This design comes from an exercise in tuning for a short achievable clock period and few clock cycles per item on the open sky130 flow, not from production work.
Function was checked by simulation only, so behaviour that the tests miss may differ from the original.
Power is estimated from default activity; no workload was simulated.

Setup of job 1329:
// multDivUnit
module multDivUnit (
  input  logic        clk,
  input  logic        reset,
  input  logic [2:0]  reqOp,
  input  logic [31:0] reqLOp,
  input  logic [31:0] reqROp,
  input  logic        reqValid,
  output logic        reqCredit,
  output logic [31:0] respResult,
  output logic        respDivByZero,
  output logic        respDivOverflow,
  output logic        respValid,
  input  logic        respCredit
);
  localparam int RB  = 4;              
  localparam int NM  = (1 << RB) - 1;  
  localparam int MW  = 32 + RB;        
  localparam logic [2:0] sIdle  = 3'd0;
  localparam logic [2:0] sDivIt = 3'd1;
  localparam logic [2:0] sOut   = 3'd2;
  localparam logic [2:0] sMul   = 3'd3;
  localparam logic [2:0] sPow   = 3'd4;
  localparam logic [2:0] sNeg   = 3'd6;
  localparam int oMul  = 0;
  localparam int oFast = 1;
  localparam int oDiv  = 2;
  localparam int oPow  = 3;
  localparam int oMulS = 4;
  logic [31:0] L;
  logic [31:0] R;
  assign L = reqLOp;
  assign R = reqROp;
  logic        dSigned;
  logic [31:0] notL;
  logic        negL;
  logic        negR;
  logic [31:0] tL;
  logic [31:0] tR;
  logic [31:0] magL0;
  logic [31:0] magR0;
  logic        dbz0;
  logic        ovf0;
  logic        less0;
  logic        fast0;
  logic [31:0] fastRes0;
  assign dSigned = reqOp[2] && !reqOp[0];
  assign notL    = ~L;
  ...
For scale: roughly 18000 cells after synthesis, roughly 1000 flip-flops.
clock: 6.0 ns
lec_check: 0
cap_margin: 40
core_margin: 2
core_utilization: 30
setup_slack_margin: 2.0
slew_margin: 30
run.sh (not shown) runs the stock make flow with config.mk's settings and CLKGATE_MAP_FILE= SYNTH_SCRIPT=/design/flow/synth_recipe.tcl, a recipe that flattens the netlist after the stock synthesis.
Testbench counts of job 1329, summed over its fixed seeds: cycles 12,776, ops 3,200.
Setup changes, job 1329 to job 7517
- SETUP_SLACK_MARGIN changed from 2.0 to 2.2
- CORE_UTILIZATION changed from 30 to 31
==> comparison <==
- Job 7517 against job 1329: violation count after the first detailed-route iteration barely changed, average cell area after synthesis barely changed, met3 track utilization from global routing picked up an extra 0.25 points, wire length down about 1.3%.
- Post-route core utilization up 1.2 points in job 7517 wrt job 1329
- Row data arrival time of the worst path: job 7517 higher / job 1329 lower
- Job 1329 has a higher tap cell instance count than job 7517.
- Going from job 1329 to job 7517, the switching power was found to have gone down by 1.5 mW.
### job 7517 -> job 5532
- SLEW_MARGIN now 25, was 30
- CAP_MARGIN now 30, was 40
- SETUP_SLACK_MARGIN now 2.0, was 2.2
- CORE_UTILIZATION now 30, was 31
Findings:
Compared job 5532 against job 7517; design area within noise.
Detailed placer's ending HPWL: job 5532 vs job 7517 up about 1.7%
Job 7517 → job 5532: power per cell area picked up an extra about 2.3%, setup clock skew after layout lost 0.012 ns, sequential share of layout area neither gained nor lost much.
Per the comparison of job 5532 with job 7517, non-clock buffer instance count of the final layout moved up, post-placement cell area now sits at about the same level.
Delta (job 5532 minus job 7517): mean area per synthesized cell about even, post-synthesis to final-layout area growth now sits lower, post-route non-filler standard cell count went up, first-pass GRT wire length increased by 1.5% relative to the old numbers.

---

multDivUnit, a different RTL version from the one above (not shown whole).
Size: ~17000 cells after synthesis, about 1000 flip-flops, ~110 I/O pins, ~0.15 mm^2 of cells after synthesis.
Settings: LEC_CHECK=0, CAP_MARGIN=40, CORE_MARGIN=2, CORE_UTILIZATION=30, SETUP_SLACK_MARGIN=3.0, SLEW_MARGIN=30; clock period 6.0 ns.
Testbench counts at the start, summed over its fixed seeds: cycles 12,850, ops 3,200.
==> next run, changes <==
Settings changed: CORE_UTILIZATION 30 to 32, SETUP_SLACK_MARGIN 3.0 to 1.7.
What happened: Power goes down by 3.3%; cell count falls by 2.7%; count of clock-buffer cells in the layout fell by 19; global-route usage increases by 0.22 points; setup slack loses 45 ps; hold slack hardly moves.

---

multDivUnit again, from the RTL that the note above started with.
// multDivUnit
module multDivUnit (
  input  logic        clk,
  input  logic        reset,
  input  logic [2:0]  reqOp,
  input  logic [31:0] reqLOp,
  input  logic [31:0] reqROp,
  input  logic        reqValid,
  output logic        reqCredit,
  output logic [31:0] respResult,
  output logic        respDivByZero,
  output logic        respDivOverflow,
  output logic        respValid,
  input  logic        respCredit
);
  localparam int RB  = 4;              
  localparam int NM  = (1 << RB) - 1;  
  localparam int MW  = 32 + RB;        
  localparam logic [2:0] sIdle  = 3'd0;
  localparam logic [2:0] sDivIt = 3'd1;
  localparam logic [2:0] sOut   = 3'd2;
  localparam logic [2:0] sMul   = 3'd3;
  localparam logic [2:0] sPow   = 3'd4;
  localparam logic [2:0] sNeg   = 3'd6;
  localparam int oMul  = 0;
  localparam int oFast = 1;
  localparam int oDiv  = 2;
  localparam int oPow  = 3;
  localparam int oMulS = 4;
  logic [31:0] L;
  logic [31:0] R;
  ...
Settings: LEC_CHECK=0, CAP_MARGIN=40, CORE_MARGIN=2, CORE_UTILIZATION=30, PLACE_DENSITY=0.68, SETUP_SLACK_MARGIN=2.0, SLEW_MARGIN=30; clock period 6.0 ns.
The baseline went through all stages and came out clean.
Testbench counts at the start, summed over its fixed seeds: cycles 12,850, ops 3,200.
==> next run, changes <==
Settings changed: CORE_UTILIZATION 30 to 26, PLACE_DENSITY 0.68 to default.
The new run finished clean.
Routed wire length came out higher by 2.0%.
Maximum frequency grows by 2.2%.
Area after synthesis stays the same.
Die area climbs by 15%.
Worst hold slack degrades by 81 ps.
Design area came out higher by 2.1%.
Setup slack improved by 110 ps.
Clock-buffer cell count goes up by 23.
Sequential power barely changes.

-- afterwards: timing with drivers on the ports --
In the flow no input, the clock included, has a driving cell. The finished layouts below were timed again as built, in two steps. Step 1 (the two cells are an assumption about what drives the block):
set clk [get_ports {clk}]
set_driving_cell -lib_cell sky130_fd_sc_hd__clkbuf_16 $clk
set_driving_cell -lib_cell sky130_fd_sc_hd__buf_2 [delete_from_list [all_inputs] $clk]
Step 2 times the ports against the registers' clock, not the clock port: input delays grow and output delays shrink by t, the midpoint of the rising clock arrivals with the driver on. Three values: ideal, step 1, step 2; two values: the first two.
run	shift t [ns]	setup slack, ns	clock arrival spread, ns	worst register clock-pin slew, ns
job 1329	1.012	0.802 / 0.508 / -0.505	0.081 / 0.081	0.08 / 0.08
job 7517	0.990	0.798 / 0.555 / -0.435	0.099 / 0.098	0.08 / 0.08
job 5532	0.988	0.802 / 0.472 / -0.515	0.106 / 0.105	0.08 / 0.08
the first run of note 2	1.026	0.827 / 0.509 / -0.518	0.124 / 0.123	0.10 / 0.10
the second run of note 2	1.030	0.782 / 0.582 / -0.448	0.103 / 0.104	0.08 / 0.08
the first run of note 3	1.054	0.769 / 0.611 / -0.443	0.072 / 0.071	0.09 / 0.09
the second run of note 3	1.047	0.884 / 0.538 / -0.509	0.130 / 0.130	0.08 / 0.08
Met with ideal ports but missed after step 2: setup timing in every run listed. For the second run of note 3, which loses most, drivers alone change the setup slack by -0.346 ns; drivers and shift together by -1.393 ns.
